This design comes from an exercise in tuning for small area and a short achievable clock period on the open sky130 flow, not from production work. In this exercise RTL edits were held to simulation tests only and were not proved equivalent to the original. Power figures rest on the tool's default switching activity, not on a simulated workload.

==> flow/design.v <==
package cpu6_pkg;
    localparam int data_w          = 8;
    localparam int log_addr_w      = 16;
    localparam int phys_addr_w     = 19;
    localparam int page_offset_w   = 11;
    localparam int page_base_w     = 3;
    localparam int page_index_w    = log_addr_w - page_offset_w + page_base_w;
    localparam int page_entry_w    = phys_addr_w - page_offset_w;
    localparam int reg_count       = 16;
    localparam int reg_addr_w      = $clog2(reg_count);
    localparam int reg_space_limit = 256;   
    typedef enum logic [2:0] {
        dp_swap, dp_mar_hi, dp_mar_lo, dp_bus_read, dp_constant, dp_zero
    } dp_src_e;
    typedef enum logic [1:0] {
        src_ab, src_da, src_dz, src_za
    } alu_src_e;
    typedef enum logic [2:0] {
        alu_add, alu_subr, alu_subs, alu_or, alu_and, alu_notrs, alu_exor, alu_exnor
    } alu_func_e;
    typedef enum logic {dest_none, dest_ram_f} alu_dest_e;
    typedef enum logic [1:0] {carry_zero, carry_one, carry_flag} carry_sel_e;
    typedef enum logic [1:0] {
        load_none, load_result, load_mar_from_war, load_page_base
    } load_sel_e;
    typedef enum logic [2:0] {
        addr_none, addr_war_hi, addr_war_lo, addr_war_inc, addr_mar_inc, addr_swap
    } addr_op_e;
    typedef enum logic [1:0] {
        store_none, store_page_write, store_bus_write, store_bus_read
    } store_op_e;
    typedef struct packed {
        logic carry;
        logic overflow;
        logic sign;
        logic zero;
    } alu_flags_t;
    typedef struct packed {
        dp_src_e               dp_src;
        alu_src_e              alu_src;
        alu_func_e             alu_func;
        alu_dest_e             alu_dest;
        carry_sel_e            carry_sel;
        load_sel_e             load_sel;
        addr_op_e              addr_op;
        store_op_e             store_op;
        logic [data_w-1:0]     constant;
        logic [reg_addr_w-1:0] reg_a;
        logic [reg_addr_w-1:0] reg_b;
    } microword_t;
    localparam microword_t uop_none = '0;
endpackage
`timescale 1ns/10ps
module cpu6 (
    input  logic        clock,
    input  logic        reset,
    input  logic [33:0] uop,
    input  logic [7:0]  data_in,
    output logic        write_en,
    output logic [18:0] address,
    output logic [7:0]  data_out
);
    wire [2:0] u_dp_src   = uop[33:31];
    wire [1:0] u_alu_src  = uop[30:29];
    wire [2:0] u_func     = uop[28:26];
    wire       u_dest     = uop[25];
    wire [1:0] u_carry    = uop[24:23];
    wire [1:0] u_load     = uop[22:21];
    wire [2:0] u_addr     = uop[20:18];
    wire [1:0] u_store    = uop[17:16];
    wire [7:0] u_const    = uop[15:8];
    wire [3:0] u_ra       = uop[7:4];
    wire [3:0] u_rb       = uop[3:0];
    logic        e_d_swap, e_d_mhi, e_d_mlo, e_d_rd;   
    logic [7:0]  e_const;                               
    logic        e_arith;                               
    logic [2:0]  e_func;
    logic        e_dest;                                
    logic [3:0]  e_rb;
    logic        e_carry_upd;
    logic        e_cin_one, e_cin_flag;
    logic        e_ld_result, e_ld_mar, e_ld_pb;
    logic        e_war_hi, e_war_lo, e_war_inc, e_mar_inc, e_swap;
    logic        e_pt_write, e_bus_write, e_bus_read;
    logic [7:0]  e_r;
    logic [7:0]  e_s;
    logic [7:0]  regs [16];
    logic [7:0]  result;
    logic [7:0]  swap_reg;
    logic        carry;
    logic [15:0] mar;
    logic [15:0] war;
    logic [2:0]  page_base;
    logic [7:0]  page_table [256];
    logic [7:0]  entry;           
    logic [7:0]  read_byte;
    wire         reg_space = (entry == 8'd0) && (mar[10:8] == 3'd0);
    logic        write_pending;
    logic [7:0] dp_bus;
    assign dp_bus = ({8{e_d_swap}} & swap_reg)
                  | ({8{e_d_mhi}}  & {~mar[15:12], mar[11:8]})
                  | ({8{e_d_mlo}}  & mar[7:0])
                  | ({8{e_d_rd}}   & read_byte)
                  | e_const;
    logic [7:0] rx;
    logic [8:0] sum;
    logic [7:0] logic_f;
    logic [7:0] alu_f;
    logic       cin;
    assign rx  = e_r;
    assign cin = e_cin_one | (e_cin_flag & carry);
    logic [7:0] pg_g, pg_p, pk_g, pk_p;
    logic [8:0] carries;
    always_comb begin
        pg_g = rx & e_s;
        pg_p = rx ^ e_s;
        pk_g = pg_g;
        pk_p = pg_p;
        for (int d = 1; d < 8; d = d * 2) begin
            for (int i = 7; i >= d; i--) begin
                pk_g[i] = pk_g[i] | (pk_p[i] & pk_g[i-d]);
                pk_p[i] = pk_p[i] & pk_p[i-d];
            end
        end
        carries[0] = cin;
        for (int i = 0; i < 8; i++) carries[i+1] = pk_g[i] | (pk_p[i] & cin);
    end
    assign sum = {carries[8], pg_p ^ carries[7:0]};
    always_comb begin
        case (e_func)
            3'd3:    logic_f = rx | e_s;
            3'd4:    logic_f = rx & e_s;
            3'd5:    logic_f = ~rx & e_s;
            3'd6:    logic_f = rx ^ e_s;
            default: logic_f = ~(rx ^ e_s);
        endcase
    end
    assign alu_f = e_arith ? sum[7:0] : logic_f;
    logic [7:0] swap_next, read_next, d_next;
    logic [15:0] mar_next;
    wire        u_r_d = (u_alu_src == 2'd1) || (u_alu_src == 2'd2);
    assign swap_next = e_swap ? {dp_bus[3:0], dp_bus[7:4]} : swap_reg;
    assign read_next = e_bus_read ? (reg_space ? data_out : data_in) : read_byte;
    logic [7:0] d_base;
    always_comb begin
        case (u_dp_src)
            3'd0:    d_base = swap_next;
            3'd1:    d_base = {~mar_next[15:12], mar_next[11:8]};
            3'd2:    d_base = mar_next[7:0];
            3'd3:    d_base = read_byte;
            3'd4:    d_base = u_const;
            default: d_base = 8'd0;
        endcase
    end
    assign d_next = ((u_dp_src == 3'd3) && e_bus_read) ? (reg_space ? data_out : data_in) : d_base;
    logic [7:0] rd_a, rd_b, op_a, op_b;
    logic [7:0] r_next, s_next;
    logic       fwd_a, fwd_b;
    assign rd_a  = regs[u_ra];
    assign rd_b  = regs[u_rb];
    assign fwd_a = e_dest && (e_rb == u_ra);
    assign fwd_b = e_dest && (e_rb == u_rb);
    assign op_a  = fwd_a ? alu_f : rd_a;
    assign op_b  = fwd_b ? alu_f : rd_b;
    always_comb begin
        case (u_alu_src)
            2'd0:    begin r_next = op_a;  s_next = op_b; end
            2'd1:    begin r_next = op_a;  s_next = op_a; end   
            2'd2:    begin r_next = op_a;  s_next = 8'd0; end   
            default: begin r_next = 8'd0;  s_next = op_a; end
        endcase
    end
    always_ff @(posedge clock) begin
        e_rb <= u_rb;
        e_r  <= (u_r_d ? d_next : r_next) ^ {8{u_func == 3'd1}};
        e_s <= s_next ^ {8{u_func == 3'd2}};
    end
    always_ff @(posedge clock or posedge reset) begin
        if (reset) begin
            e_d_swap    <= 1'b1;
            e_d_mhi     <= 1'b0;
            e_d_mlo     <= 1'b0;
            e_d_rd      <= 1'b0;
            e_const     <= 8'd0;
            e_arith     <= 1'b1;
            e_func      <= 3'd0;
            e_dest      <= 1'b0;
            e_carry_upd <= 1'b0;
            e_cin_one   <= 1'b0;
            e_cin_flag  <= 1'b0;
            e_ld_result <= 1'b0;
            e_ld_mar    <= 1'b0;
            e_ld_pb     <= 1'b0;
            e_war_hi    <= 1'b0;
            e_war_lo    <= 1'b0;
            e_war_inc   <= 1'b0;
            e_mar_inc   <= 1'b0;
            e_swap      <= 1'b0;
            e_pt_write  <= 1'b0;
            e_bus_write <= 1'b0;
            e_bus_read  <= 1'b0;
        end else begin
            e_d_swap    <= (u_dp_src == 3'd0);
            e_d_mhi     <= (u_dp_src == 3'd1);
            e_d_mlo     <= (u_dp_src == 3'd2);
            e_d_rd      <= (u_dp_src == 3'd3);
            e_const     <= (u_dp_src == 3'd4) ? u_const : 8'd0;
            e_arith     <= (u_func <= 3'd2);
            e_func      <= u_func;
            e_dest      <= u_dest;
            e_carry_upd <= u_dest && (u_func <= 3'd2);
            e_cin_one   <= (u_carry == 2'd1);
            e_cin_flag  <= (u_carry == 2'd2);
            e_ld_result <= (u_load == 2'd1);
            e_ld_mar    <= (u_load == 2'd2);
            e_ld_pb     <= (u_load == 2'd3);
            e_war_hi    <= (u_addr == 3'd1);
            e_war_lo    <= (u_addr == 3'd2);
            e_war_inc   <= (u_addr == 3'd3);
            e_mar_inc   <= (u_addr == 3'd4);
            e_swap      <= (u_addr == 3'd5);
            e_pt_write  <= (u_store == 2'd1);
            e_bus_write <= (u_store == 2'd2);
            e_bus_read  <= (u_store == 2'd3);
        end
    end
    always_ff @(posedge clock) begin
        for (int i = 0; i < 16; i++) begin
            if (e_dest && (e_rb == 4'(i))) regs[i] <= alu_f;
        end
    end
    always_ff @(posedge clock or posedge reset) begin
        if (reset) begin
            result   <= 8'd0;
            swap_reg <= 8'd0;
            carry    <= 1'b0;
        end else begin
            result   <= result_next;
            swap_reg <= swap_next;
            if (e_carry_upd) carry <= sum[8];
        end
    end
    logic [2:0]  pb_next;
    always_comb begin
        if (e_mar_inc)     mar_next = mar + 16'd1;
        else if (e_ld_mar) mar_next = war;
        else               mar_next = mar;
    end
    assign pb_next = e_ld_pb ? result[2:0] : page_base;
    always_ff @(posedge clock or posedge reset) begin
        if (reset) begin
            mar       <= 16'd0;
            war       <= 16'd0;
            page_base <= 3'd0;
        end else begin
            mar       <= mar_next;
            page_base <= pb_next;
            if (e_war_hi)  war[15:8] <= e_ld_mar ? mar[15:8] : result;
            if (e_war_lo)  war[7:0]  <= e_ld_mar ? mar[7:0]  : result;
            if (e_war_inc) war       <= war + 16'd1;
        end
    end
    logic [31:0] mh_oh, mh_next_oh, war_next_oh, mh_next_oh_d;
    logic [7:0]  pb_oh, pb_next_oh, res_next_oh, pb_next_oh_d;
    logic        mar_lo_full, mar_next_lo_full;
    logic [4:0]  war_next_hi;
    logic [7:0]  result_next;
    assign mar_lo_full      = &mar[10:0];
    always_comb begin
        if (e_mar_inc)     mar_next_lo_full = (mar[10:0] == 11'h7fe);
        else if (e_ld_mar) mar_next_lo_full = &war[10:0];
        else               mar_next_lo_full = mar_lo_full;
    end
    assign result_next      = e_ld_result ? alu_f : result;
    logic [31:0] war_oh, war_src_oh;
    always_comb begin
        war_next_hi = e_ld_mar ? mar[15:11] : result[7:3];
        for (int i = 0; i < 32; i++) begin
            war_oh[i]     = (war[15:11] == 5'(i));
            war_src_oh[i] = (war_next_hi == 5'(i));
        end
    end
    wire u_mar_inc = (u_addr == 3'd4);
    wire u_ld_mar  = (u_load == 2'd2);
    wire u_ld_pb   = (u_load == 2'd3);
    always_comb begin
        for (int i = 0; i < 32; i++) begin
            mh_oh[i]       = (mar[15:11] == 5'(i));
        end
        for (int i = 0; i < 32; i++) begin
            if (e_war_hi)       war_next_oh[i] = war_src_oh[i];
            else if (e_war_inc) war_next_oh[i] = (&war[10:0]) ? war_oh[(i + 31) % 32] : war_oh[i];
            else                war_next_oh[i] = war_oh[i];
        end
        for (int i = 0; i < 32; i++) begin
            if (u_mar_inc)     mh_next_oh_d[i] = mar_next_lo_full ? mh_next_oh[(i + 31) % 32] : mh_next_oh[i];
            else if (u_ld_mar) mh_next_oh_d[i] = war_next_oh[i];
            else               mh_next_oh_d[i] = mh_next_oh[i];
        end
        for (int j = 0; j < 8; j++) begin
            pb_oh[j]        = (page_base == 3'(j));
            res_next_oh[j]  = (result_next[2:0] == 3'(j));
            pb_next_oh_d[j] = u_ld_pb ? res_next_oh[j] : pb_next_oh[j];
        end
    end
    always_ff @(posedge clock or posedge reset) begin
        if (reset) begin
            mh_next_oh <= 32'd1;
            pb_next_oh <= 8'd1;
        end else begin
            mh_next_oh <= mh_next_oh_d;
            pb_next_oh <= pb_next_oh_d;
        end
    end
    logic [31:0] w_row_n;
    logic [7:0]  w_col_n;
    wire         u_pt_write = (u_store == 2'd1);
    always_ff @(posedge clock or posedge reset) begin
        if (reset) w_row_n <= '1;
        else       w_row_n <= ~({32{u_pt_write}} & mh_next_oh);
    end
    always_ff @(posedge clock) begin
        w_col_n <= ~pb_next_oh;
    end
    logic [7:0] pt_data;
    always_ff @(posedge clock) begin
        if (u_pt_write) pt_data <= result_next;
    end
    always_ff @(posedge clock) begin
        for (int i = 0; i < 32; i++) begin
            for (int j = 0; j < 8; j++) begin
                if (!(w_row_n[i] || w_col_n[j])) page_table[i*8+j] <= pt_data;
            end
        end
    end
    logic [7:0] col [8];
    logic [7:0] lookup;
    always_comb begin
        for (int j = 0; j < 8; j++) begin
            col[j] = 8'd0;
            for (int i = 0; i < 32; i++) col[j] = col[j] | ({8{mh_next_oh[i]}} & page_table[i*8+j]);
        end
        lookup = 8'd0;
        for (int j = 0; j < 8; j++) lookup = lookup | ({8{pb_next_oh[j]}} & col[j]);
    end
    wire same_page  = e_mar_inc ? !mar_lo_full : (!e_ld_mar || (war[15:11] == mar[15:11]));
    wire same_index = same_page && (!e_ld_pb || (result[2:0] == page_base));
    always_ff @(posedge clock) begin
        if (e_pt_write && same_index) entry <= result;
        else                          entry <= lookup;
    end
    assign address = {entry, mar[10:0]};
    always_ff @(posedge clock or posedge reset) begin
        if (reset) begin
            data_out      <= 8'd0;
            write_pending <= 1'b0;
            write_en      <= 1'b0;
            read_byte     <= 8'd0;
        end else begin
            write_pending <= e_bus_write;
            write_en      <= write_pending;
            if (e_bus_write) data_out <= dp_bus;
            read_byte <= read_next;
        end
    end
endmodule
==> flow/run.sh <==
#!/bin/bash
# synth_recipe.tcl (not shown) runs the flow's synth.tcl, then flattens the netlist and writes it again
# the make line also repeats each setting of config.mk as NAME=value (left out here)
make -C /OpenROAD-flow-scripts/flow DESIGN_CONFIG=/design/flow/config.mk WORK_HOME=/design/flow/orfs CLKGATE_MAP_FILE= SYNTH_SCRIPT=/design/flow/synth_recipe.tcl finish
==> flow/config.mk <==
export PLATFORM = sky130hd
export DESIGN_NAME = cpu6
export DESIGN_NICKNAME = cpu6
export VERILOG_FILES = /design/flow/design.v
export SDC_FILE = /design/flow/constraint.sdc
export NUM_CORES = 4
export LEC_CHECK = 0
export CAP_MARGIN = 20
export CORE_MARGIN = 2
export CORE_UTILIZATION = 55
export CTS_CLUSTER_DIAMETER = 100
export CTS_CLUSTER_SIZE = 24
export SETUP_SLACK_MARGIN = 3.7
export SLEW_MARGIN = 20
export TNS_END_PERCENT = 10
==> flow/constraint.sdc <==
create_clock -name core_clock -period 6.5 [get_ports {clock}]
set_input_delay 1.3000 -clock core_clock [delete_from_list [all_inputs] [get_ports {clock}]]
set_output_delay 1.3000 -clock core_clock [all_outputs]
set_load 0.01 [all_outputs]
==> results of run 1 <==
==> per-stage QoR <==
step                      area (um^2)  setup slack (ns)
final                          103000              3.20
after global routing           103000              3.34
after CTS                      103000              3.44
after detailed placement        95600              1.73
after global placement          95400              1.70
after floorplan                 91700              2.45
==> power by group through the flow <==
stage	combinational (mW)	clock, mW	sequential (mW)
after floorplan	2.59	0	18.3
after global placement	4.80	0	18.8
after detailed placement	4.88	0	18.8
after CTS	6.29	8.21	18.2
after global routing	6.72	8.68	18.2
final	6.61	8.23	18.2
==> layout by cell type, fill, tap and decap left out, drive strengths merged, types with 15 or more instances in the layout <==
| cell type | n |
|---|---|
| a31oi | 20 |
| nor3 | 27 |
| o21ai | 125 |
| nor2 | 415 |
| a22oi | 764 |
| edfxtp | 2184 |
| nand4 | 151 |
| mux2i | 40 |
| ha | 30 |
| nor2b | 40 |
| o22ai | 18 |
| nand2b | 16 |
| and3 | 25 |
| xor2 | 15 |
| inv | 74 |
| dfxtp | 36 |
| clkdlybuf4s50 | 54 |
| xnor2 | 27 |
| a32oi | 15 |
| o41ai | 62 |
| a21oi | 139 |
| and2 | 25 |
| a211oi | 32 |
| nand2 | 157 |
| dfstp | 36 |
| buf | 446 |
| o31ai | 15 |
| mux2 | 32 |
| nand3 | 173 |
| a22o | 151 |
| a221oi | 163 |
| dfrtp | 137 |
| clkbuf | 200 |
==> worst max path at each step <==
stage	from	slack (ns)	end
6_report	mh_next_oh[23]	3.20	entry[4]
5_1_grt	mh_next_oh[7]	3.34	entry[0]
4_1_cts	mar[9]	3.44	address[9]
3_5_place_dp	uop[3]	1.73	e_s[1]
3_3_place_gp	mh_next_oh[23]	1.70	entry[3]
2_1_floorplan	pt_data[0]	2.45	page_table[0][0]
==> area by class of cell <==
type | instances | area, um^2 | area share, %
diodes | 7 | 17.5 | 0.0170
well taps | 2189 | 2740 | 2.66
repair buffers | 519 | 5570 | 5.41
repair inverters | 1 | 5.00 | 0.00486
inverters | 71 | 274 | 0.266
multi-input cells | 2844 | 20300 | 19.7
flip-flops and latches | 2393 | 70800 | 68.7
clock buffers | 199 | 3130 | 3.04
clock inverters | 12 | 200 | 0.194
==> cell families after synthesis <==
kind of cell             after synthesis  share of synthesized area [%]
AO/OA/AOI/OAI                       1610                           13.2
XOR/XNOR                              42                          0.410
adder cells (fa/ha/maj)               31                          0.431
buffers and inverters                485                           2.22
flip-flops                          2393                           77.1
multiplexers                          74                          0.897
AND/OR/NAND/NOR                     1086                           5.77
==> worst register-to-register path: stages (launching register included) <==
cell                      delay (ns)
sky130_fd_sc_hd__dfrtp_4        0.54
sky130_fd_sc_hd__buf_12         0.17
sky130_fd_sc_hd__buf_16         0.17
sky130_fd_sc_hd__buf_4          0.15
sky130_fd_sc_hd__buf_6          0.12
sky130_fd_sc_hd__a22oi_2        0.14
sky130_fd_sc_hd__nand4_1        0.17
sky130_fd_sc_hd__o41ai_4        0.66
sky130_fd_sc_hd__nand4_1        0.53
sky130_fd_sc_hd__nor2_4         0.39
sky130_fd_sc_hd__a21oi_1        0.10
==> layer usage <==
metal,routed length (um),vias to the layer above,share of wire (%),global-route usage (%)
met2,156000,4530,45,61.4
met4,23100,14,6.7,21.7
li1,-,23500,-,-
met3,43700,833,13,9.30
met5,102,-,0.029,0
met1,124000,31100,36,55.1
==> timing repair <==
item                                    in CTS  in global routing
resized for setup                          312                 31
endpoints found under the setup margin     178                143
pin swaps                                   90                 19
gates cloned                                10                  1
setup buffers                              190                 14
==> run_summary.xml, run 1 <==
<?xml version="1.0" encoding="UTF-8"?>
<metrics>
  <group name="clocking">
    <metric name="postCtsHoldBufs" unit="">0</metric>
    <metric name="cts.reportedPaths.clkPinSlew" unit="ns">0.10</metric>
    <metric name="cts_tree" unit="">built</metric>
    <metric name="clock_tree.buffer_depth" unit="">3</metric>
    <metric name="numCtsBuffers" unit="">111</metric>
    <metric name="clk-insertion-delay-late" unit="ns">0.83</metric>
    <metric name="cts.sinks" unit="">2393</metric>
    <metric name="clock-root-buffer" unit="">sky130_fd_sc_hd__clkbuf_16</metric>
    <metric name="htree_levels" unit="">3</metric>
  </group>
  <group name="sta">
    <metric name="setup_total_negative_slack" unit="ns">0</metric>
    <metric name="timing.max_slew.rel_slack" unit="%">16.4</metric>
    <metric name="period_minus_slack" unit="ns">3.30</metric>
    <metric name="grt_setup_unrepaired" unit="">true</metric>
    <metric name="hold_viol_final" unit="">0</metric>
    <metric name="hold_ws" unit="ns">0.359</metric>
    <metric name="finClkSkew" unit="ns">0.0502</metric>
    <metric name="achievable-frequency" unit="MHz">303</metric>
    <metric name="setup_viol_count_final" unit="">0</metric>
    <metric name="worst_pin_slew" unit="ns">1.25</metric>
    <metric name="portion_of_the_clock_cycle_consumed_by_the_worst_path_in_the_final_layout" unit="%">50.8</metric>
    <metric name="report.final.slew_viol_count" unit="">0</metric>
  </group>
  <group name="placement">
    <metric name="hpwlAfterDp" unit="um">199000</metric>
    <metric name="place_inst" unit="">7799</metric>
    <metric name="port_buffers" unit="">71</metric>
    <metric name="gp_congestion" unit="">0.932</metric>
  </group>
  <group name="power_and_ir_drop">
    <metric name="static-leakage-power" unit="nW">32.7</metric>
    <metric name="power.density_cell_area" unit="nW/um^2">321</metric>
    <metric name="total_power" unit="mW">33.0</metric>
    <metric name="register_share_of_total_power" unit="%">55.1</metric>
    <metric name="power_switching_share" unit="%">30.7</metric>
    <metric name="relative_contribution_of_combinational_cells_to_total_power" unit="%">20.0</metric>
    <metric name="power_switching" unit="mW">10.2</metric>
    <metric name="maximum_vdd_ir_drop" unit="V">0.000324</metric>
    <metric name="power.clock.fraction" unit="%">24.9</metric>
    <metric name="cellInternalPower" unit="mW">22.9</metric>
  </group>
  <group name="logic_synthesis">
    <metric name="synth.cell_area" unit="um^2">91700</metric>
    <metric name="synth_commonest_cells" unit="">sky130_fd_sc_hd__edfxtp_1, sky130_fd_sc_hd__a22oi_1, sky130_fd_sc_hd__nor2_1</metric>
    <metric name="netlist.top_cell.by_area" unit="">sky130_fd_sc_hd__edfxtp_1</metric>
    <metric name="yosys.cell_types.count" unit="">105</metric>
    <metric name="synth-edff-count" unit="">2184</metric>
    <metric name="dominant_cell_by_count_in_the_synthesized_netlist" unit="">sky130_fd_sc_hd__edfxtp_1</metric>
    <metric name="number_of_cells_produced_by_synthesis" unit="">5721</metric>
    <metric name="synthesis.area_per_instance" unit="um^2">16.0</metric>
    <metric name="synth-warning-count" unit="">4</metric>
    <metric name="synth.ff_latch_count" unit="">2393</metric>
    <metric name="postSynth.topFlopCell" unit="">sky130_fd_sc_hd__edfxtp_1</metric>
    <metric name="syn-num-nets" unit="">5796</metric>
    <metric name="synth.top_cells.by_area" unit="">sky130_fd_sc_hd__edfxtp_1, sky130_fd_sc_hd__a22oi_1, sky130_fd_sc_hd__dfrtp_1</metric>
    <metric name="async_flop_share" unit="%">7.23</metric>
    <metric name="synth.yosys.seq_area_share" unit="%">77.1</metric>
    <metric name="synth_top_cell_area_share" unit="%">71.5</metric>
  </group>
  <group name="die">
    <metric name="die_y" unit="um">412</metric>
    <metric name="core-area" unit="um^2">165000</metric>
    <metric name="boundary_pin_count" unit="">72</metric>
    <metric name="standard_cell_rows" unit="">149</metric>
    <metric name="die_area" unit="um^2">170000</metric>
    <metric name="dieWidth" unit="um">412</metric>
    <metric name="initial_core_util" unit="%">55.5</metric>
  </group>
  <group name="drt">
    <metric name="drt_wl_total" unit="um">347000</metric>
    <metric name="detailedRoute.firstIterationViolations" unit="">10900</metric>
    <metric name="route.detailed.drc" unit="">0</metric>
    <metric name="ant_nets" unit="">0</metric>
    <metric name="drt_first_pass_iters" unit="">6</metric>
    <metric name="routedWlPerCell" unit="um">42.1</metric>
    <metric name="detailroute.via_count" unit="">60000</metric>
    <metric name="detail_routed_via_count_per_cell" unit="">7.28</metric>
  </group>
  <group name="layout">
    <metric name="top_register_by_number_of_flip_flops" unit="">page_table</metric>
    <metric name="layout-area-overhead-vs-synth" unit="%">12.4</metric>
    <metric name="post_route_cells_drive_above_1_share" unit="%">15.6</metric>
    <metric name="num-fill-cells" unit="">12200</metric>
    <metric name="reg.largest.list" unit="">page_table x2048, regs x128</metric>
    <metric name="max_reg_flops" unit="">2048</metric>
    <metric name="fin_cells" unit="">8235</metric>
    <metric name="final_util" unit="%">62.4</metric>
    <metric name="design.final.nets" unit="">6016</metric>
  </group>
  <group name="grt">
    <metric name="grt.overflow.total" unit="">0</metric>
    <metric name="groute.usage.overall" unit="%">40.5</metric>
    <metric name="grt_pass1_wl" unit="um">468000</metric>
    <metric name="largest_net_degree_at_the_start_of_global_routing" unit="">208</metric>
    <metric name="vias_in_the_first_global_route" unit="">55400</metric>
    <metric name="antenna_found_initial" unit="">16</metric>
  </group>
  <group name="setup_path">
    <metric name="depth_of_the_worst_register_to_register_path" unit="">10</metric>
    <metric name="critical-path-max-stage-delay" unit="ns">0.66</metric>
    <metric name="worst_path_most_repeated_cell" unit="">sky130_fd_sc_hd__nand4_1</metric>
    <metric name="critical_path_class" unit="">reg -&gt; reg</metric>
    <metric name="critPathRequiredTime" unit="ns">7.15</metric>
    <metric name="path_max_fanout" unit="">8</metric>
    <metric name="cp_num_cells" unit="">10</metric>
    <metric name="crit_end_element" unit="">flop</metric>
    <metric name="worstSetupStartpointType" unit="">flop</metric>
    <metric name="crit-reg2reg-launch" unit="">mh_next_oh[23]</metric>
    <metric name="crit_chain" unit="">buf_12, buf_16, buf_4, buf_6, a22oi_2, nand4_1, o41ai_4, nand4_1, nor2_4, a21oi_1</metric>
    <metric name="critical_path_buf_inv_count" unit="">4</metric>
    <metric name="data_arrival_at_the_endpoint_of_the_critical_path" unit="ns">3.95</metric>
    <metric name="reg2reg_setup_slack" unit="ns">3.20</metric>
    <metric name="cell_family_with_the_largest_share_of_critical_path_delay" unit="">simple AND/OR/NAND/NOR gates</metric>
    <metric name="timing.critical_path.slowest_stage_cell" unit="">sky130_fd_sc_hd__o41ai_4</metric>
    <metric name="critical_path.reg2reg.endpoint" unit="">entry[4]</metric>
  </group>
  <group name="min_path">
    <metric name="hold_path_depth" unit="">0</metric>
    <metric name="worstHoldStart" unit="">write_pending</metric>
    <metric name="holdPathEnd" unit="">write_en</metric>
    <metric name="worst_hold_path_type" unit="">reg -&gt; reg</metric>
  </group>
  <group name="run_status">
    <metric name="outcome" unit="">no timing/DRC/antenna violations</metric>
  </group>
  <group name="run">
    <metric name="maxCapViolations" unit="">0</metric>
  </group>
</metrics>
==> inputs of run 2 (changes only) <==
--- a/flow/config.mk
+++ b/flow/config.mk
@@ -12,3 +12,3 @@
 export CTS_CLUSTER_SIZE = 24
-export SETUP_SLACK_MARGIN = 3.7
+export SETUP_SLACK_MARGIN = 3.45
 export SLEW_MARGIN = 20
==> run_summary.xml, run 2 <==
<?xml version="1.0" encoding="UTF-8"?>
<metrics>
  <group name="sta">
    <metric name="timing.max_slew.rel_slack" unit="%">15.6</metric>
    <metric name="grt_setup_unrepaired" unit="">true</metric>
    <metric name="worst_pin_slew" unit="ns">1.27</metric>
    <metric name="period_minus_slack" unit="ns">3.27</metric>
    <metric name="setup_total_negative_slack" unit="ns">0</metric>
    <metric name="setup_viol_count_final" unit="">0</metric>
    <metric name="hold_viol_final" unit="">0</metric>
    <metric name="finClkSkew" unit="ns">0.0427</metric>
    <metric name="portion_of_the_clock_cycle_consumed_by_the_worst_path_in_the_final_layout" unit="%">50.4</metric>
    <metric name="achievable-frequency" unit="MHz">305</metric>
    <metric name="report.final.slew_viol_count" unit="">0</metric>
  </group>
  <group name="power_and_ir_drop">
    <metric name="power.density_cell_area" unit="nW/um^2">321</metric>
    <metric name="maximum_vdd_ir_drop" unit="V">0.000326</metric>
    <metric name="static-leakage-power" unit="nW">32.2</metric>
  </group>
  <group name="setup_path">
    <metric name="cell_family_with_the_largest_share_of_critical_path_delay" unit="">simple AND/OR/NAND/NOR gates</metric>
    <metric name="worstSetupStartpointType" unit="">flop</metric>
    <metric name="crit_end_element" unit="">flop</metric>
    <metric name="cp-endpoint" unit="">entry[0]</metric>
    <metric name="critical_path.reg2reg.endpoint" unit="">entry[0]</metric>
    <metric name="reg2reg_setup_slack" unit="ns">3.23</metric>
    <metric name="depth_of_the_worst_register_to_register_path" unit="">8</metric>
    <metric name="critical-path-max-stage-delay" unit="ns">0.61</metric>
    <metric name="timing.critical_path.slowest_stage_cell" unit="">sky130_fd_sc_hd__dfrtp_4</metric>
    <metric name="crit_chain" unit="">buf_4, buf_4, a22oi_1, nand4_1, o41ai_4, nand4_1, nor2_4, a21oi_2</metric>
    <metric name="path_max_fanout" unit="">12</metric>
    <metric name="data_arrival_at_the_endpoint_of_the_critical_path" unit="ns">3.92</metric>
    <metric name="cp_num_cells" unit="">8</metric>
    <metric name="critPathRequiredTime" unit="ns">7.15</metric>
    <metric name="critical_path_class" unit="">reg -&gt; reg</metric>
    <metric name="crit-reg2reg-launch" unit="">mh_next_oh[8]</metric>
    <metric name="crit_start" unit="">mh_next_oh[8]</metric>
    <metric name="critical_path_buf_inv_count" unit="">2</metric>
  </group>
  <group name="logic_synthesis">
    <metric name="synth.yosys.seq_area_share" unit="%">77.1</metric>
    <metric name="postSynth.topFlopCell" unit="">sky130_fd_sc_hd__edfxtp_1</metric>
    <metric name="dominant_cell_by_count_in_the_synthesized_netlist" unit="">sky130_fd_sc_hd__edfxtp_1</metric>
    <metric name="number_of_cells_produced_by_synthesis" unit="">5721</metric>
    <metric name="synth-warning-count" unit="">4</metric>
    <metric name="synth.ff_latch_count" unit="">2393</metric>
    <metric name="synthAdderAreaFrac" unit="%">0.431</metric>
    <metric name="async_flop_share" unit="%">7.23</metric>
    <metric name="synthMuxAreaShare" unit="%">0.897</metric>
    <metric name="synth_top_cell_area_share" unit="%">71.5</metric>
    <metric name="synth.top_cells.by_area" unit="">sky130_fd_sc_hd__edfxtp_1, sky130_fd_sc_hd__a22oi_1, sky130_fd_sc_hd__dfrtp_1</metric>
    <metric name="yosys.cell_types.count" unit="">105</metric>
    <metric name="netlist.top_cell.by_area" unit="">sky130_fd_sc_hd__edfxtp_1</metric>
    <metric name="synth_top_family_by_area" unit="">compound AO/OA/AOI/OAI gates</metric>
    <metric name="synth-xor-area-share" unit="%">0.410</metric>
    <metric name="syn-num-nets" unit="">5796</metric>
    <metric name="synth.cell_area" unit="um^2">91700</metric>
    <metric name="synth_commonest_cells" unit="">sky130_fd_sc_hd__edfxtp_1, sky130_fd_sc_hd__a22oi_1, sky130_fd_sc_hd__nor2_1</metric>
    <metric name="synth_simple_gate_area_share" unit="%">5.77</metric>
    <metric name="synthesis.area_per_instance" unit="um^2">16.0</metric>
    <metric name="synth_compound_area_share" unit="%">13.2</metric>
    <metric name="synth-edff-count" unit="">2184</metric>
  </group>
  <group name="layout">
    <metric name="top_register_by_number_of_flip_flops" unit="">page_table</metric>
    <metric name="reg.largest.list" unit="">page_table x2048, regs x128</metric>
    <metric name="max_reg_flops" unit="">2048</metric>
    <metric name="most-common-layout-cells" unit="">sky130_fd_sc_hd__edfxtp_1, sky130_fd_sc_hd__a22oi_1, sky130_fd_sc_hd__nor2_1</metric>
    <metric name="mostFrequentLayoutCell" unit="">sky130_fd_sc_hd__edfxtp_1</metric>
    <metric name="area_of_the_multi_input_gates" unit="um^2">20000</metric>
    <metric name="design.final.nets" unit="">5972</metric>
    <metric name="post_route_cells_drive_above_1_share" unit="%">13.9</metric>
    <metric name="seq_area" unit="um^2">70800</metric>
    <metric name="layout-area-overhead-vs-synth" unit="%">11.2</metric>
    <metric name="num-fill-cells" unit="">12400</metric>
    <metric name="final_util" unit="%">61.7</metric>
  </group>
  <group name="clocking">
    <metric name="cts.sinks" unit="">2393</metric>
    <metric name="clock_tree.buffer_depth" unit="">3</metric>
    <metric name="clock-root-buffer" unit="">sky130_fd_sc_hd__clkbuf_16</metric>
    <metric name="postCtsHoldBufs" unit="">0</metric>
    <metric name="htree_levels" unit="">3</metric>
    <metric name="clk-insertion-delay-late" unit="ns">0.82</metric>
    <metric name="numCtsBuffers" unit="">111</metric>
    <metric name="cts.reportedPaths.clkPinSlew" unit="ns">0.10</metric>
    <metric name="cts_tree" unit="">built</metric>
  </group>
  <group name="drt">
    <metric name="drt_first_pass_iters" unit="">9</metric>
    <metric name="detailroute.via_count" unit="">59300</metric>
    <metric name="ant_nets" unit="">0</metric>
    <metric name="detailedRoute.firstIterationViolations" unit="">10500</metric>
    <metric name="detail_routed_via_count_per_cell" unit="">7.24</metric>
    <metric name="route.detailed.drc" unit="">0</metric>
    <metric name="drt_wl_total" unit="um">343000</metric>
    <metric name="routedWlPerCell" unit="um">41.8</metric>
  </group>
  <group name="placement">
    <metric name="gp_congestion" unit="">0.932</metric>
    <metric name="hpwlAfterDp" unit="um">199000</metric>
    <metric name="port_buffers" unit="">71</metric>
  </group>
  <group name="die">
    <metric name="dieWidth" unit="um">412</metric>
    <metric name="boundary_pin_count" unit="">72</metric>
    <metric name="die_area" unit="um^2">170000</metric>
    <metric name="die_y" unit="um">412</metric>
    <metric name="initial_core_util" unit="%">55.5</metric>
    <metric name="core-area" unit="um^2">165000</metric>
    <metric name="standard_cell_rows" unit="">149</metric>
  </group>
  <group name="grt">
    <metric name="largest_net_degree_at_the_start_of_global_routing" unit="">208</metric>
    <metric name="groute.usage.overall" unit="%">39.9</metric>
    <metric name="grt_pass1_wl" unit="um">461000</metric>
    <metric name="antenna_found_initial" unit="">11</metric>
    <metric name="grt.overflow.total" unit="">0</metric>
    <metric name="vias_in_the_first_global_route" unit="">54700</metric>
  </group>
  <group name="run_status">
    <metric name="outcome" unit="">no timing/DRC/antenna violations</metric>
  </group>
  <group name="min_path">
    <metric name="worst_hold_path_type" unit="">reg -&gt; reg</metric>
    <metric name="hold_path_depth" unit="">0</metric>
  </group>
  <group name="run">
    <metric name="maxCapViolations" unit="">0</metric>
  </group>
</metrics>
run 2: changes by cell type in the layout (fill, tap and decap cells not counted), moves of 9 or more:
cell,change
sky130_fd_sc_hd__buf_6,-18
sky130_fd_sc_hd__a221oi_2,-15
sky130_fd_sc_hd__a22oi_1,+11
sky130_fd_sc_hd__buf_12,-14
sky130_fd_sc_hd__a221oi_1,+17
sky130_fd_sc_hd__dlygate4sd2_1,-9
sky130_fd_sc_hd__a22oi_2,-11
sky130_fd_sc_hd__clkdlybuf4s50_1,+9
run 2: kinds of logic (layout without fill, tap and decap cells):
family / Yosys count / after routing
multiplexers: 74 / 75
XOR/XNOR: 42 / 42
adder cells (fa/ha/maj): 31 / 31
AND/OR/NAND/NOR: 1086 / 1086
AO/OA/AOI/OAI: 1610 / 1610
buffers and inverters: 485 / 758
other: 0 / 6
flip-flops: 2393 / 2393
run 2: worst min path at each step:
stage                        startpoint  endpoint  slack, ns
after floorplan           write_pending  write_en       0.33
after global placement    write_pending  write_en       0.33
after detailed placement  write_pending  write_en       0.34
after CTS                 write_pending  write_en       0.36
after global routing      write_pending  write_en       0.39
final                     write_pending  write_en       0.36
run 2: power by group:
part / internal [mW] / switching, mW
clock: 3.34 / 4.88
sequential: 17.5 / 0.726
combinational: 1.87 / 4.42
total: 22.7 / 10.0
run 2: stage by stage:
stage / hold slack [ns] / worst slack [ns] / instance area, um^2 / power [mW] / std cells
floorplan: 0.331 / 2.45 / 91700 / 20.9 / 5721
global placement: 0.333 / 1.70 / 95400 / 23.6 / 7788
detailed placement: 0.339 / 1.73 / 95600 / 23.7 / 7799
CTS: 0.361 / 3.20 / 101000 / 32.3 / 8144
global route: 0.389 / 3.29 / 102000 / 33.3 / 8184
finish: 0.358 / 3.23 / 102000 / 32.7 / 8190
run 2: metal layers:
metal	share of wire (%)	GRT usage [%]	vias to the layer above	routed length [um]
met5	0.0070	0	-	24
met4	6.5	20.3	4	22100
met3	12	8.39	769	42800
met2	45	60.7	4501	155000
met1	36	54.8	30600	123000
li1	-	-	23400	-
run 2: timing repair:
action	in CTS	in global routing
resized for setup	163	51
pin swaps	44	13
buffers inserted	132	30
hold endpoints to repair	0	0
endpoints found under the setup margin	98	124
cloned	2	4
run 2: area by class of cell:
cell class,instances,share of cell area (%)
repair inverters,1,0.00491
inverters,71,0.269
clock buffers,199,3.07
multi-input cells,2844,19.6
well taps,2189,2.69
flip-flops and latches,2393,69.5
clock inverters,12,0.196
diodes,6,0.0147
repair buffers,475,4.71
==> inputs of run 3 (changes only) <==
--- a/flow/design.v
+++ b/flow/design.v
@@ -324,5 +324,7 @@
     end
-    logic [7:0] pt_data;
+    logic [7:0] pt_data [4];
     always_ff @(posedge clock) begin
-        if (u_pt_write) pt_data <= result_next;
+        for (int k = 0; k < 4; k++) begin
+            if (u_pt_write && (|mh_next_oh[k*8 +: 8])) pt_data[k] <= result_next;
+        end
     end
@@ -331,3 +333,3 @@
             for (int j = 0; j < 8; j++) begin
-                if (!(w_row_n[i] || w_col_n[j])) page_table[i*8+j] <= pt_data;
+                if (!(w_row_n[i] || w_col_n[j])) page_table[i*8+j] <= pt_data[i/8];
             end
--- a/flow/config.mk
+++ b/flow/config.mk
@@ -12,3 +12,3 @@
 export CTS_CLUSTER_SIZE = 24
-export SETUP_SLACK_MARGIN = 3.45
+export SETUP_SLACK_MARGIN = 3.7
 export SLEW_MARGIN = 20
==> run_summary.xml, run 3 <==
<?xml version="1.0" encoding="UTF-8"?>
<metrics>
  <group name="layout">
    <metric name="most-common-layout-cells" unit="">sky130_fd_sc_hd__edfxtp_1, sky130_fd_sc_hd__a22oi_1, sky130_fd_sc_hd__nor2_1</metric>
    <metric name="design_area" unit="um^2">104000</metric>
    <metric name="final_util" unit="%">62.3</metric>
    <metric name="layout-area-overhead-vs-synth" unit="%">12.6</metric>
    <metric name="post_route_cells_drive_above_1_share" unit="%">15.6</metric>
    <metric name="max_reg_flops" unit="">2048</metric>
    <metric name="top_register_by_number_of_flip_flops" unit="">page_table</metric>
    <metric name="design.final.nets" unit="">6027</metric>
    <metric name="seq_area" unit="um^2">71600</metric>
    <metric name="mostFrequentLayoutCell" unit="">sky130_fd_sc_hd__edfxtp_1</metric>
    <metric name="reg.largest.list" unit="">page_table x2048, regs x128</metric>
    <metric name="num-fill-cells" unit="">12200</metric>
    <metric name="area_of_the_multi_input_gates" unit="um^2">20400</metric>
    <metric name="fin_cells" unit="">8260</metric>
  </group>
  <group name="setup_path">
    <metric name="critical_path_class" unit="">reg -&gt; reg</metric>
    <metric name="reg2reg_setup_slack" unit="ns">2.96</metric>
    <metric name="crit_start" unit="">mh_next_oh[26]</metric>
    <metric name="data_arrival_at_the_endpoint_of_the_critical_path" unit="ns">4.20</metric>
    <metric name="cell_family_with_the_largest_share_of_critical_path_delay" unit="">simple AND/OR/NAND/NOR gates</metric>
    <metric name="critPathRequiredTime" unit="ns">7.16</metric>
    <metric name="worstSetupStartpointType" unit="">flop</metric>
    <metric name="crit-reg2reg-launch" unit="">mh_next_oh[26]</metric>
    <metric name="crit_end_element" unit="">flop</metric>
    <metric name="critical_path.reg2reg.endpoint" unit="">entry[6]</metric>
    <metric name="path_max_fanout" unit="">16</metric>
    <metric name="depth_of_the_worst_register_to_register_path" unit="">7</metric>
    <metric name="critical_path_buf_inv_count" unit="">1</metric>
    <metric name="crit_chain" unit="">buf_4, a22oi_1, nand4_1, o41ai_4, nand4_1, nor3_2, a21oi_1</metric>
    <metric name="timing.critical_path.slowest_stage_cell" unit="">sky130_fd_sc_hd__o41ai_4</metric>
    <metric name="worst_path_most_repeated_cell" unit="">sky130_fd_sc_hd__nand4_1</metric>
    <metric name="critical-path-max-stage-delay" unit="ns">0.69</metric>
  </group>
  <group name="drt">
    <metric name="detailedRoute.firstIterationViolations" unit="">13500</metric>
    <metric name="detailroute.via_count" unit="">64000</metric>
    <metric name="detail_routed_via_count_per_cell" unit="">7.75</metric>
    <metric name="routedWlPerCell" unit="um">48.4</metric>
    <metric name="drt_first_pass_iters" unit="">7</metric>
    <metric name="ant_nets" unit="">0</metric>
    <metric name="drt_wl_total" unit="um">399000</metric>
    <metric name="route.detailed.drc" unit="">0</metric>
  </group>
  <group name="clocking">
    <metric name="cts.reportedPaths.clkPinSlew" unit="ns">0.11</metric>
    <metric name="cts_tree" unit="">built</metric>
    <metric name="htree_levels" unit="">3</metric>
    <metric name="clock-root-buffer" unit="">sky130_fd_sc_hd__clkbuf_16</metric>
    <metric name="clk-insertion-delay-late" unit="ns">0.87</metric>
    <metric name="clock_tree.buffer_depth" unit="">3</metric>
    <metric name="numCtsBuffers" unit="">111</metric>
    <metric name="cts.sinks" unit="">2417</metric>
  </group>
  <group name="logic_synthesis">
    <metric name="synth.yosys.seq_area_share" unit="%">77.4</metric>
    <metric name="yosys.cell_types.count" unit="">88</metric>
    <metric name="netlist.top_cell.by_area" unit="">sky130_fd_sc_hd__edfxtp_1</metric>
    <metric name="number_of_cells_produced_by_synthesis" unit="">5735</metric>
    <metric name="synth_simple_gate_area_share" unit="%">5.54</metric>
    <metric name="synth_top_cell_area_share" unit="%">71.9</metric>
    <metric name="synth-xor-area-share" unit="%">0.551</metric>
    <metric name="synth-warning-count" unit="">5</metric>
    <metric name="synth_compound_area_share" unit="%">13.1</metric>
    <metric name="synthesis.area_per_instance" unit="um^2">16.1</metric>
    <metric name="synth.top_cells.by_area" unit="">sky130_fd_sc_hd__edfxtp_1, sky130_fd_sc_hd__a22oi_1, sky130_fd_sc_hd__dfrtp_1</metric>
    <metric name="synthMuxAreaShare" unit="%">0.813</metric>
    <metric name="syn-num-nets" unit="">5810</metric>
    <metric name="synth_top_family_by_area" unit="">compound AO/OA/AOI/OAI gates</metric>
    <metric name="synth_commonest_cells" unit="">sky130_fd_sc_hd__edfxtp_1, sky130_fd_sc_hd__a22oi_1, sky130_fd_sc_hd__nor2_1</metric>
    <metric name="synth.ff_latch_count" unit="">2417</metric>
    <metric name="dominant_cell_by_count_in_the_synthesized_netlist" unit="">sky130_fd_sc_hd__edfxtp_1</metric>
    <metric name="synthAdderAreaFrac" unit="%">0.429</metric>
    <metric name="postSynth.topFlopCell" unit="">sky130_fd_sc_hd__edfxtp_1</metric>
    <metric name="async_flop_share" unit="%">7.16</metric>
    <metric name="synth-edff-count" unit="">2208</metric>
    <metric name="synth.cell_area" unit="um^2">92200</metric>
  </group>
  <group name="grt">
    <metric name="grt_pass1_wl" unit="um">526000</metric>
    <metric name="largest_net_degree_at_the_start_of_global_routing" unit="">102</metric>
    <metric name="antenna_found_initial" unit="">30</metric>
    <metric name="vias_in_the_first_global_route" unit="">58300</metric>
    <metric name="grt.overflow.total" unit="">0</metric>
    <metric name="groute.usage.overall" unit="%">46.3</metric>
  </group>
  <group name="die">
    <metric name="die_area" unit="um^2">171000</metric>
    <metric name="dieWidth" unit="um">413</metric>
    <metric name="core-area" unit="um^2">167000</metric>
    <metric name="initial_core_util" unit="%">55.3</metric>
    <metric name="die_y" unit="um">413</metric>
    <metric name="standard_cell_rows" unit="">150</metric>
    <metric name="boundary_pin_count" unit="">72</metric>
  </group>
  <group name="sta">
    <metric name="timing.max_slew.rel_slack" unit="%">12.2</metric>
    <metric name="hold_ws" unit="ns">0.358</metric>
    <metric name="setup_total_negative_slack" unit="ns">0</metric>
    <metric name="portion_of_the_clock_cycle_consumed_by_the_worst_path_in_the_final_layout" unit="%">54.4</metric>
    <metric name="grt_setup_unrepaired" unit="">true</metric>
    <metric name="achievable-frequency" unit="MHz">283</metric>
    <metric name="postLayoutSetupSlackWorst" unit="ns">2.96</metric>
    <metric name="setup_viol_count_final" unit="">0</metric>
    <metric name="period_minus_slack" unit="ns">3.54</metric>
    <metric name="report.final.slew_viol_count" unit="">0</metric>
    <metric name="worst_pin_slew" unit="ns">1.31</metric>
    <metric name="hold_viol_final" unit="">0</metric>
    <metric name="finClkSkew" unit="ns">0.0792</metric>
  </group>
  <group name="placement">
    <metric name="port_buffers" unit="">71</metric>
    <metric name="place_inst" unit="">7844</metric>
    <metric name="hpwlAfterDp" unit="um">225000</metric>
    <metric name="placement.setup.worst_slack" unit="ns">1.93</metric>
    <metric name="gp_congestion" unit="">0.961</metric>
    <metric name="placed_cell_area" unit="um^2">96500</metric>
  </group>
  <group name="min_path">
    <metric name="holdPathEnd" unit="">write_en</metric>
    <metric name="worstHoldStart" unit="">write_pending</metric>
    <metric name="hold_path_depth" unit="">0</metric>
    <metric name="worst_hold_path_type" unit="">reg -&gt; reg</metric>
  </group>
  <group name="power_and_ir_drop">
    <metric name="power.density_cell_area" unit="nW/um^2">329</metric>
    <metric name="relative_contribution_of_combinational_cells_to_total_power" unit="%">21.4</metric>
    <metric name="cellInternalPower" unit="mW">23.2</metric>
    <metric name="power.clock.fraction" unit="%">24.1</metric>
    <metric name="total_power" unit="mW">34.2</metric>
    <metric name="maximum_vdd_ir_drop" unit="V">0.000267</metric>
    <metric name="register_share_of_total_power" unit="%">54.5</metric>
    <metric name="power_switching_share" unit="%">32.1</metric>
    <metric name="static-leakage-power" unit="nW">32.9</metric>
    <metric name="power_switching" unit="mW">11.0</metric>
  </group>
  <group name="run">
    <metric name="maxCapViolations" unit="">0</metric>
  </group>
  <group name="run_status">
    <metric name="outcome" unit="">no timing/DRC/antenna violations</metric>
  </group>
</metrics>
[run 3: cell count changes after synthesis, sizes merged, moves of 9 or more]
cell	before	now
nor3	27	44
nor2	415	398
o211ai	14	5
o21ai	125	106
clkbuf	239	275
xnor2	27	37
a22oi	764	777
edfxtp	2184	2208
mux2	32	19
buf	175	151
[run 3: power groups by stage]
| stage | Clock (mW) | Sequential [mW] | Combinational [mW] |
|---|---|---|---|
| after floorplan | 0 | 18.6 | 2.65 |
| after global placement | 0 | 19.2 | 5.38 |
| after detailed placement | 0 | 19.2 | 5.43 |
| after CTS | 8.16 | 18.6 | 6.78 |
| after global routing | 8.65 | 18.6 | 7.28 |
| final | 8.24 | 18.6 | 7.32 |
[run 3: cells by family (layout without fill, tap and decap cells)]
logic type / count (synthesis) / after routing
other: 0 / 20
DFF: 2417 / 2417
muxes: 65 / 65
xor gates and xnor gates: 58 / 58
adders and majority gates: 31 / 31
AOI/OAI and AO/OA: 1605 / 1607
buffers and inverters: 496 / 795
and+or+nand+nor: 1063 / 1063
[run 3: final cells by class]
cell class / count / share of cell area (%)
Sequential cell: 2417 / 68.9
Tap cell: 2204 / 2.65
Clock buffer: 191 / 3.02
Timing Repair Buffer: 527 / 5.37
Timing Repair inverter: 1 / 0.00482
Clock inverter: 6 / 0.0735
Inverter: 70 / 0.269
Multi-Input combinational cell: 2824 / 19.7
Antenna cell: 20 / 0.0482
[run 3: worst max path at each step]
| stage | cells past startpoint | end | slack [ns] |
|---|---|---|---|
| 6_report | 7 | entry[6] | 2.96 |
| 5_1_grt | 8 | entry[6] | 3.12 |
| 4_1_cts | 8 | entry[6] | 3.35 |
| 3_5_place_dp | 11 | e_r[4] | 1.93 |
| 3_3_place_gp | 11 | e_r[4] | 1.93 |
| 2_1_floorplan | 1 | carry | 3.02 |
[run 3: worst register-to-register path: stages, from the launching register on]
cell	delay, ns
sky130_fd_sc_hd__dfrtp_4	0.55
sky130_fd_sc_hd__buf_4	0.29
sky130_fd_sc_hd__a22oi_1	0.38
sky130_fd_sc_hd__nand4_1	0.27
sky130_fd_sc_hd__o41ai_4	0.69
sky130_fd_sc_hd__nand4_1	0.64
sky130_fd_sc_hd__nor3_2	0.42
sky130_fd_sc_hd__a21oi_1	0.09
[run 3: what timing repair did]
item                       4_1_cts  5_1_grt
pin swaps                       72       36
cloned                          11        5
setup endpoints to repair      147      117
hold buffers                     0        0
setup buffers                  154       23
gates resized for setup        290       57
[run 3: routing by layer]
metal | global-route usage, % | wire length [um] | part of all wire [%] | vias up
li1 | - | - | - | 23600
met2 | 65.7 | 169000 | 42 | 6414
met4 | 28.6 | 30900 | 7.7 | 12
met3 | 16.2 | 62700 | 16 | 1404
met5 | 0 | 69 | 0.017 | -
met1 | 61.3 | 136000 | 34 | 32600
==> inputs of run 4 (changes only) <==
--- a/flow/design.v
+++ b/flow/design.v
@@ -337,11 +337,11 @@
     end
-    logic [7:0] col [8];
+    logic [7:0] row [32];
     logic [7:0] lookup;
     always_comb begin
-        for (int j = 0; j < 8; j++) begin
-            col[j] = 8'd0;
-            for (int i = 0; i < 32; i++) col[j] = col[j] | ({8{mh_next_oh[i]}} & page_table[i*8+j]);
+        for (int i = 0; i < 32; i++) begin
+            row[i] = 8'd0;
+            for (int j = 0; j < 8; j++) row[i] = row[i] | ({8{pb_next_oh[j]}} & page_table[i*8+j]);
         end
         lookup = 8'd0;
-        for (int j = 0; j < 8; j++) lookup = lookup | ({8{pb_next_oh[j]}} & col[j]);
+        for (int i = 0; i < 32; i++) lookup = lookup | ({8{mh_next_oh[i]}} & row[i]);
     end
==> run_summary.xml, run 4 <==
<?xml version="1.0" encoding="UTF-8"?>
<metrics>
  <group name="sta">
    <metric name="grt_setup_unrepaired" unit="">true</metric>
    <metric name="achievable-frequency" unit="MHz">295</metric>
    <metric name="worst_pin_slew" unit="ns">1.14</metric>
    <metric name="setup_viol_count_final" unit="">0</metric>
    <metric name="report.final.slew_viol_count" unit="">0</metric>
    <metric name="hold_ws" unit="ns">0.370</metric>
    <metric name="period_minus_slack" unit="ns">3.40</metric>
    <metric name="portion_of_the_clock_cycle_consumed_by_the_worst_path_in_the_final_layout" unit="%">52.2</metric>
    <metric name="timing.max_slew.rel_slack" unit="%">23.6</metric>
    <metric name="finClkSkew" unit="ns">0.0709</metric>
    <metric name="setup_total_negative_slack" unit="ns">0</metric>
    <metric name="hold_viol_final" unit="">0</metric>
  </group>
  <group name="drt">
    <metric name="detailroute.via_count" unit="">57100</metric>
    <metric name="drt_wl_total" unit="um">300000</metric>
    <metric name="detail_routed_via_count_per_cell" unit="">7.01</metric>
    <metric name="detailedRoute.firstIterationViolations" unit="">8214</metric>
    <metric name="ant_nets" unit="">0</metric>
    <metric name="drt_first_pass_iters" unit="">6</metric>
    <metric name="route.detailed.drc" unit="">0</metric>
    <metric name="routedWlPerCell" unit="um">36.8</metric>
  </group>
  <group name="logic_synthesis">
    <metric name="postSynth.topFlopCell" unit="">sky130_fd_sc_hd__edfxtp_1</metric>
    <metric name="netlist.top_cell.by_area" unit="">sky130_fd_sc_hd__edfxtp_1</metric>
    <metric name="synth-warning-count" unit="">5</metric>
    <metric name="yosys.cell_types.count" unit="">101</metric>
    <metric name="dominant_cell_by_count_in_the_synthesized_netlist" unit="">sky130_fd_sc_hd__edfxtp_1</metric>
    <metric name="number_of_cells_produced_by_synthesis" unit="">5855</metric>
    <metric name="async_flop_share" unit="%">7.16</metric>
    <metric name="synth_top_cell_area_share" unit="%">71.2</metric>
    <metric name="synth.yosys.seq_area_share" unit="%">76.6</metric>
    <metric name="syn-num-nets" unit="">5930</metric>
    <metric name="synth.top_cells.by_area" unit="">sky130_fd_sc_hd__edfxtp_1, sky130_fd_sc_hd__a22oi_1, sky130_fd_sc_hd__dfrtp_1</metric>
    <metric name="synth-edff-count" unit="">2208</metric>
    <metric name="synthesis.area_per_instance" unit="um^2">15.9</metric>
    <metric name="synth_commonest_cells" unit="">sky130_fd_sc_hd__edfxtp_1, sky130_fd_sc_hd__a22oi_1, sky130_fd_sc_hd__nor2_1</metric>
    <metric name="synth.ff_latch_count" unit="">2417</metric>
    <metric name="synth.cell_area" unit="um^2">93200</metric>
  </group>
  <group name="layout">
    <metric name="mostFrequentLayoutCell" unit="">sky130_fd_sc_hd__edfxtp_1</metric>
    <metric name="max_reg_flops" unit="">2048</metric>
    <metric name="top_register_by_number_of_flip_flops" unit="">page_table</metric>
    <metric name="layout-area-overhead-vs-synth" unit="%">9.52</metric>
    <metric name="most-common-layout-cells" unit="">sky130_fd_sc_hd__edfxtp_1, sky130_fd_sc_hd__a22oi_1, sky130_fd_sc_hd__nor2_1</metric>
    <metric name="design.final.nets" unit="">5909</metric>
    <metric name="fin_cells" unit="">8148</metric>
    <metric name="post_route_cells_drive_above_1_share" unit="%">11.4</metric>
    <metric name="num-fill-cells" unit="">12600</metric>
    <metric name="reg.largest.list" unit="">page_table x2048, regs x128</metric>
  </group>
  <group name="setup_path">
    <metric name="crit_start" unit="">pb_next_oh[3]</metric>
    <metric name="critical_path_class" unit="">reg -&gt; reg</metric>
    <metric name="crit-reg2reg-launch" unit="">pb_next_oh[3]</metric>
    <metric name="crit_chain" unit="">buf_12, buf_12, a22oi_1, nand4_1, a22oi_2, nand4_1, or4_4, mux2_2</metric>
    <metric name="depth_of_the_worst_register_to_register_path" unit="">8</metric>
    <metric name="data_arrival_at_the_endpoint_of_the_critical_path" unit="ns">4.10</metric>
    <metric name="critical_path_buf_inv_count" unit="">2</metric>
    <metric name="timing.critical_path.slowest_stage_cell" unit="">sky130_fd_sc_hd__or4_4</metric>
    <metric name="critPathRequiredTime" unit="ns">7.21</metric>
    <metric name="cell_family_with_the_largest_share_of_critical_path_delay" unit="">simple AND/OR/NAND/NOR gates</metric>
    <metric name="critical-path-max-stage-delay" unit="ns">0.72</metric>
    <metric name="worstSetupStartpointType" unit="">flop</metric>
    <metric name="cp_num_cells" unit="">8</metric>
    <metric name="path_max_fanout" unit="">52</metric>
    <metric name="crit_end_element" unit="">flop</metric>
  </group>
  <group name="clocking">
    <metric name="cts_tree" unit="">built</metric>
    <metric name="clk-insertion-delay-late" unit="ns">0.81</metric>
    <metric name="postCtsHoldBufs" unit="">0</metric>
    <metric name="numCtsBuffers" unit="">112</metric>
    <metric name="clock-root-buffer" unit="">sky130_fd_sc_hd__clkbuf_16</metric>
    <metric name="clock_tree.buffer_depth" unit="">3</metric>
    <metric name="cts.sinks" unit="">2417</metric>
    <metric name="htree_levels" unit="">3</metric>
    <metric name="cts.reportedPaths.clkPinSlew" unit="ns">0.10</metric>
  </group>
  <group name="grt">
    <metric name="met1_usage" unit="%">47.7</metric>
    <metric name="largest_net_degree_at_the_start_of_global_routing" unit="">114</metric>
    <metric name="grt_use_met2" unit="%">51.4</metric>
    <metric name="antenna_found_initial" unit="">7</metric>
    <metric name="globalRouteMet3Util" unit="%">7.49</metric>
    <metric name="vias_in_the_first_global_route" unit="">53000</metric>
    <metric name="grt.overflow.total" unit="">0</metric>
    <metric name="grt_pass1_wl" unit="um">413000</metric>
    <metric name="groute.usage.overall" unit="%">33.9</metric>
    <metric name="gr-max-usage-layer" unit="">met2</metric>
  </group>
  <group name="power_and_ir_drop">
    <metric name="maximum_vdd_ir_drop" unit="V">0.000321</metric>
    <metric name="static-leakage-power" unit="nW">31.4</metric>
    <metric name="power.density_cell_area" unit="nW/um^2">367</metric>
  </group>
  <group name="min_path">
    <metric name="hold_path_depth" unit="">0</metric>
    <metric name="worst_hold_path_type" unit="">reg -&gt; reg</metric>
    <metric name="worstHoldStart" unit="">write_pending</metric>
  </group>
  <group name="die">
    <metric name="initial_core_util" unit="%">55.2</metric>
    <metric name="core-area" unit="um^2">169000</metric>
    <metric name="die_y" unit="um">416</metric>
    <metric name="standard_cell_rows" unit="">151</metric>
    <metric name="dieWidth" unit="um">416</metric>
    <metric name="boundary_pin_count" unit="">72</metric>
    <metric name="die_area" unit="um^2">173000</metric>
  </group>
  <group name="placement">
    <metric name="port_buffers" unit="">71</metric>
    <metric name="place_inst" unit="">7820</metric>
    <metric name="gp_congestion" unit="">0.952</metric>
    <metric name="hpwlAfterDp" unit="um">172000</metric>
  </group>
  <group name="run">
    <metric name="maxCapViolations" unit="">0</metric>
  </group>
  <group name="run_status">
    <metric name="outcome" unit="">no timing/DRC/antenna violations</metric>
  </group>
</metrics>
run 4: routing by layer:
metal | vias to the layer above | wire length [um]
met4 | 4 | 15800
met3 | 584 | 31400
met1 | 29600 | 117000
li1 | 23700 | -
met5 | - | 26
met2 | 3325 | 135000
run 4: metrics by stage:
step	setup slack (ns)	total power [mW]	util (%)	area (um^2)
CTS	3.28	37.0	60.0	101000
floorplan	3.02	23.1	-	93200
detailed placement	1.80	27.9	56.8	96000
finish	3.10	37.5	60.4	102000
global route	3.14	38.3	60.4	102000
global placement	1.83	27.8	56.8	96000
run 4: kinds of logic (layout without fill, tap and decap cells):
logic type                 after synthesis  count (layout)  share of synthesized area [%]
AOI/OAI and AO/OA                     1675            1675                           13.2
xor gates and xnor gates                46              46                          0.432
adders and majority gates               31              31                          0.424
buffers and inverters                  518             590                           2.27
DFF                                   2417            2417                           76.6
muxes                                   95              95                           1.14
other                                    0               3                              0
and+or+nand+nor                       1073            1073                           5.91
run 4: what timing repair did:
action / in CTS / in global routing
resized for setup: 215 / 75
pin swaps: 92 / 46
setup buffers: 74 / 25
hold endpoints to repair: 0 / 0
cloned: 13 / 6
setup endpoints to repair: 102 / 142
run 4: path summary, 6_finish.rpt:
path | end | slack, ns
worst max-delay path | entry[3] | 3.10
worst min-delay path | write_en | 0.37
worst max register to register | entry[3] | 3.10
worst min register to register | write_en | 0.37
max in group asynchronous | pb_next_oh[6] | 4.67
min in group asynchronous | e_swap | 0.96
run 4: area by class of cell:
class,instances,area (um^2),area share (%)
sequential,2417,71500,70.0
multi-input combinational,2920,20400,20.0
timing repair buffer,319,3820,3.74
clock buffer,195,3140,3.07
tap,2218,2780,2.72
inverter,64,249,0.244
clock inverter,12,199,0.195
antenna,3,7.51,0.00736
run 4: report_power, final:
part / internal, mW / leakage, nW / switching, mW
clock network: 3.39 / 1.58 / 4.83
registers: 17.9 / 22.2 / 0.719
logic: 3.05 / 7.61 / 7.61
total: 24.3 / 31.4 / 13.2
==> inputs of run 5 (changes only) <==
==> flow/flow/run.sh (new file) <==
#!/bin/bash
# The standard layout (standard.sh: the standard flow's synthesis and ORFS flow), with
# two changes to how the layout is made:
#  - ports are buffered with buf_4 instead of the flow's default choice
#    (a clkdlybuf4s50 delay cell), so the port buffers are fast;
#  - clock tree synthesis clusters up to 24 sinks within 100 um per leaf buffer
#    (as config.mk asks) and inserts no dummy balancing loads.
# make's full output goes to standard_flow.log here; each ORFS step also
# keeps its own log under orfs/logs/.
set -euo pipefail
bash standard.sh \
  "BUFFER_PORTS_ARGS=-buffer_cell sky130_fd_sc_hd__buf_4" \
  "CTS_ARGS=-sink_clustering_enable -repair_clock_nets -sink_clustering_size 24 -sink_clustering_max_diameter 100 -dont_use_dummy_load" \
  finish > standard_flow.log 2>&1
==> flow/standard.sh (new file) <==
#!/bin/bash
# synth_recipe.tcl (not shown) runs the flow's synth.tcl, then flattens the netlist and writes it again
# the make line also repeats each setting of config.mk as NAME=value (left out here)
make -C /OpenROAD-flow-scripts/flow DESIGN_CONFIG=/design/flow/config.mk WORK_HOME=/design/flow/orfs CLKGATE_MAP_FILE= SYNTH_SCRIPT=/design/flow/synth_recipe.tcl "${@:-finish}"
--- a/flow/config.mk
+++ b/flow/config.mk
@@ -12,3 +12,3 @@
 export CTS_CLUSTER_SIZE = 24
-export SETUP_SLACK_MARGIN = 3.7
+export SETUP_SLACK_MARGIN = 3.45
 export SLEW_MARGIN = 20
removed: flow/run.sh
==> run_summary.xml, run 5 <==
<?xml version="1.0" encoding="UTF-8"?>
<metrics>
  <group name="setup_path">
    <metric name="crit-reg2reg-launch" unit="">pb_next_oh[6]</metric>
    <metric name="crit_chain" unit="">buf_8, buf_12, a22oi_1, nand4_1, a22oi_1, nand4_1, or4_1, mux2_2</metric>
    <metric name="critical_path_class" unit="">reg -&gt; reg</metric>
    <metric name="critical-path-max-stage-delay" unit="ns">0.59</metric>
  </group>
  <group name="clocking">
    <metric name="clk-insertion-delay-late" unit="ns">0.79</metric>
    <metric name="cts_tree" unit="">built</metric>
    <metric name="cts.sinks" unit="">2417</metric>
    <metric name="clock_tree.buffer_depth" unit="">3</metric>
  </group>
  <group name="logic_synthesis">
    <metric name="synth.ff_latch_count" unit="">2417</metric>
    <metric name="synth.cell_area" unit="um^2">93200</metric>
    <metric name="number_of_cells_produced_by_synthesis" unit="">5855</metric>
    <metric name="syn-num-nets" unit="">5930</metric>
    <metric name="dominant_cell_by_count_in_the_synthesized_netlist" unit="">sky130_fd_sc_hd__edfxtp_1</metric>
    <metric name="async_flop_share" unit="%">7.16</metric>
    <metric name="yosys.cell_types.count" unit="">101</metric>
    <metric name="netlist.top_cell.by_area" unit="">sky130_fd_sc_hd__edfxtp_1</metric>
    <metric name="synth.top_cells.by_area" unit="">sky130_fd_sc_hd__edfxtp_1, sky130_fd_sc_hd__a22oi_1, sky130_fd_sc_hd__dfrtp_1</metric>
  </group>
  <group name="drt">
    <metric name="detailroute.via_count" unit="">56900</metric>
    <metric name="drt_first_pass_iters" unit="">8</metric>
    <metric name="detail_routed_via_count_per_cell" unit="">7.11</metric>
    <metric name="ant_nets" unit="">0</metric>
    <metric name="drt_wl_total" unit="um">297000</metric>
    <metric name="routedWlPerCell" unit="um">37.1</metric>
  </group>
  <group name="sta">
    <metric name="setup_total_negative_slack" unit="ns">0</metric>
    <metric name="finClkSkew" unit="ns">0.0676</metric>
    <metric name="hold_viol_final" unit="">0</metric>
    <metric name="setup_viol_count_final" unit="">0</metric>
    <metric name="worst_pin_slew" unit="ns">1.26</metric>
    <metric name="period_minus_slack" unit="ns">3.30</metric>
    <metric name="timing.max_slew.rel_slack" unit="%">15.7</metric>
    <metric name="grt_setup_unrepaired" unit="">true</metric>
    <metric name="report.final.slew_viol_count" unit="">0</metric>
  </group>
  <group name="grt">
    <metric name="grt_pass1_wl" unit="um">403000</metric>
    <metric name="groute.usage.overall" unit="%">32.7</metric>
    <metric name="vias_in_the_first_global_route" unit="">52400</metric>
    <metric name="antenna_found_initial" unit="">15</metric>
    <metric name="largest_net_degree_at_the_start_of_global_routing" unit="">140</metric>
  </group>
  <group name="layout">
    <metric name="area_of_the_multi_input_gates" unit="um^2">20000</metric>
    <metric name="most-common-layout-cells" unit="">sky130_fd_sc_hd__edfxtp_1, sky130_fd_sc_hd__a22oi_1, sky130_fd_sc_hd__nor2_1</metric>
    <metric name="top_register_by_number_of_flip_flops" unit="">page_table</metric>
    <metric name="post_route_cells_drive_above_1_share" unit="%">10.3</metric>
  </group>
  <group name="placement">
    <metric name="port_buffers" unit="">71</metric>
    <metric name="gp_congestion" unit="">0.971</metric>
  </group>
  <group name="min_path">
    <metric name="worst_hold_path_type" unit="">reg -&gt; reg</metric>
  </group>
  <group name="die">
    <metric name="dieWidth" unit="um">416</metric>
    <metric name="initial_core_util" unit="%">55.2</metric>
    <metric name="core-area" unit="um^2">169000</metric>
    <metric name="standard_cell_rows" unit="">151</metric>
  </group>
  <group name="run_status">
    <metric name="outcome" unit="">no timing/DRC/antenna violations</metric>
  </group>
</metrics>
-- run 5: area by class of cell --
type	instances	share of cell area, %
antenna	4	0.00997
clock buffer	111	2.77
inverter	64	0.244
multi-input combinational	2920	19.9
sequential	2417	71.1
tap	2218	2.76
timing repair buffer	272	3.15
-- run 5: power breakdown --
group,switching (mW),leakage (nW),internal [mW]
clock network,4.59,1.37,3.04
registers,0.837,22.2,17.9
logic,7.44,7.35,2.84
total,12.9,30.9,23.8
-- run 5: worst paths after layout --
check | cells after the start | slack [ns] | end
max | 8 | 3.20 | entry[4]
min | 0 | 0.36 | write_en
max reg2reg | 8 | 3.20 | entry[4]
min reg2reg | 0 | 0.36 | write_en
max in group asynchronous | 3 | 4.52 | pb_next_oh[6]
min in group asynchronous | 2 | 0.55 | e_const[3]
-- run 5: cells by family (layout without fill, tap and decap cells) --
group	after synthesis	in the layout	share of synthesized area (%)
flops	2417	2417	76.6
mux	95	95	1.14
compound gates	1675	1675	13.2
fa+ha+maj	31	31	0.424
simple gates	1073	1073	5.91
other cells	0	4	0
buf+inv	518	447	2.27
xor+xnor	46	46	0.432
-- run 5: per-stage QoR --
stage                     hold WS [ns]  worst slack [ns]  cells  instance area (um^2)
after floorplan                  0.331              3.02   5855                 93200
after global placement           0.352              2.58   7814                 95800
after detailed placement         0.338              2.63   7815                 95800
after CTS                        0.357              3.24   7953                 99300
after global routing             0.387              3.27   8004                100000
final                            0.357              3.20   8006                100000
-- run 5: timing repair --
item                                    in CTS  in global routing
gates cloned                                 3                 18
pin swaps                                   12                 46
buffers inserted                            24                 31
endpoints found under the setup margin      13                 57
gates resized for setup                     47                 81
hold buffers                                 0                  0
-- run 5: layer usage --
metal,global-route usage (%),vias up,part of all wire (%)
li1,-,23500,-
met1,46.6,29400,39
met2,49.8,3538,46
met3,7.38,484,12
met4,11.5,2,4.0
met5,0,-,0.0044

port drivers added, routing unchanged:
No port has a modelled driver above. Below, the same layouts with a new extraction and two added sets of constraints.
Step 1 assumes that a clkbuf_16 drives the clock port and a buf_2 every other input.
Step 2, shift: input delay + t, output delay - t, t = (earliest + latest rising clock arrival at the registers) / 2. This alone moves slack from input paths to output paths.
Three values: ideal, step 1, step 2; two values: the first two.
run | t (ns) | setup WS [ns]
run 1 | 0.890 | 3.199 / 3.199 / 2.642
run 2 | 0.891 | 3.225 / 3.225 / 2.519
run 3 | 0.917 | 2.962 / 2.962 / 2.678
run 4 | 0.864 | 3.105 / 3.105 / 2.474
run 5 | 0.852 | 3.205 / 3.205 / 2.633
After both steps every run listed still meets setup and hold.
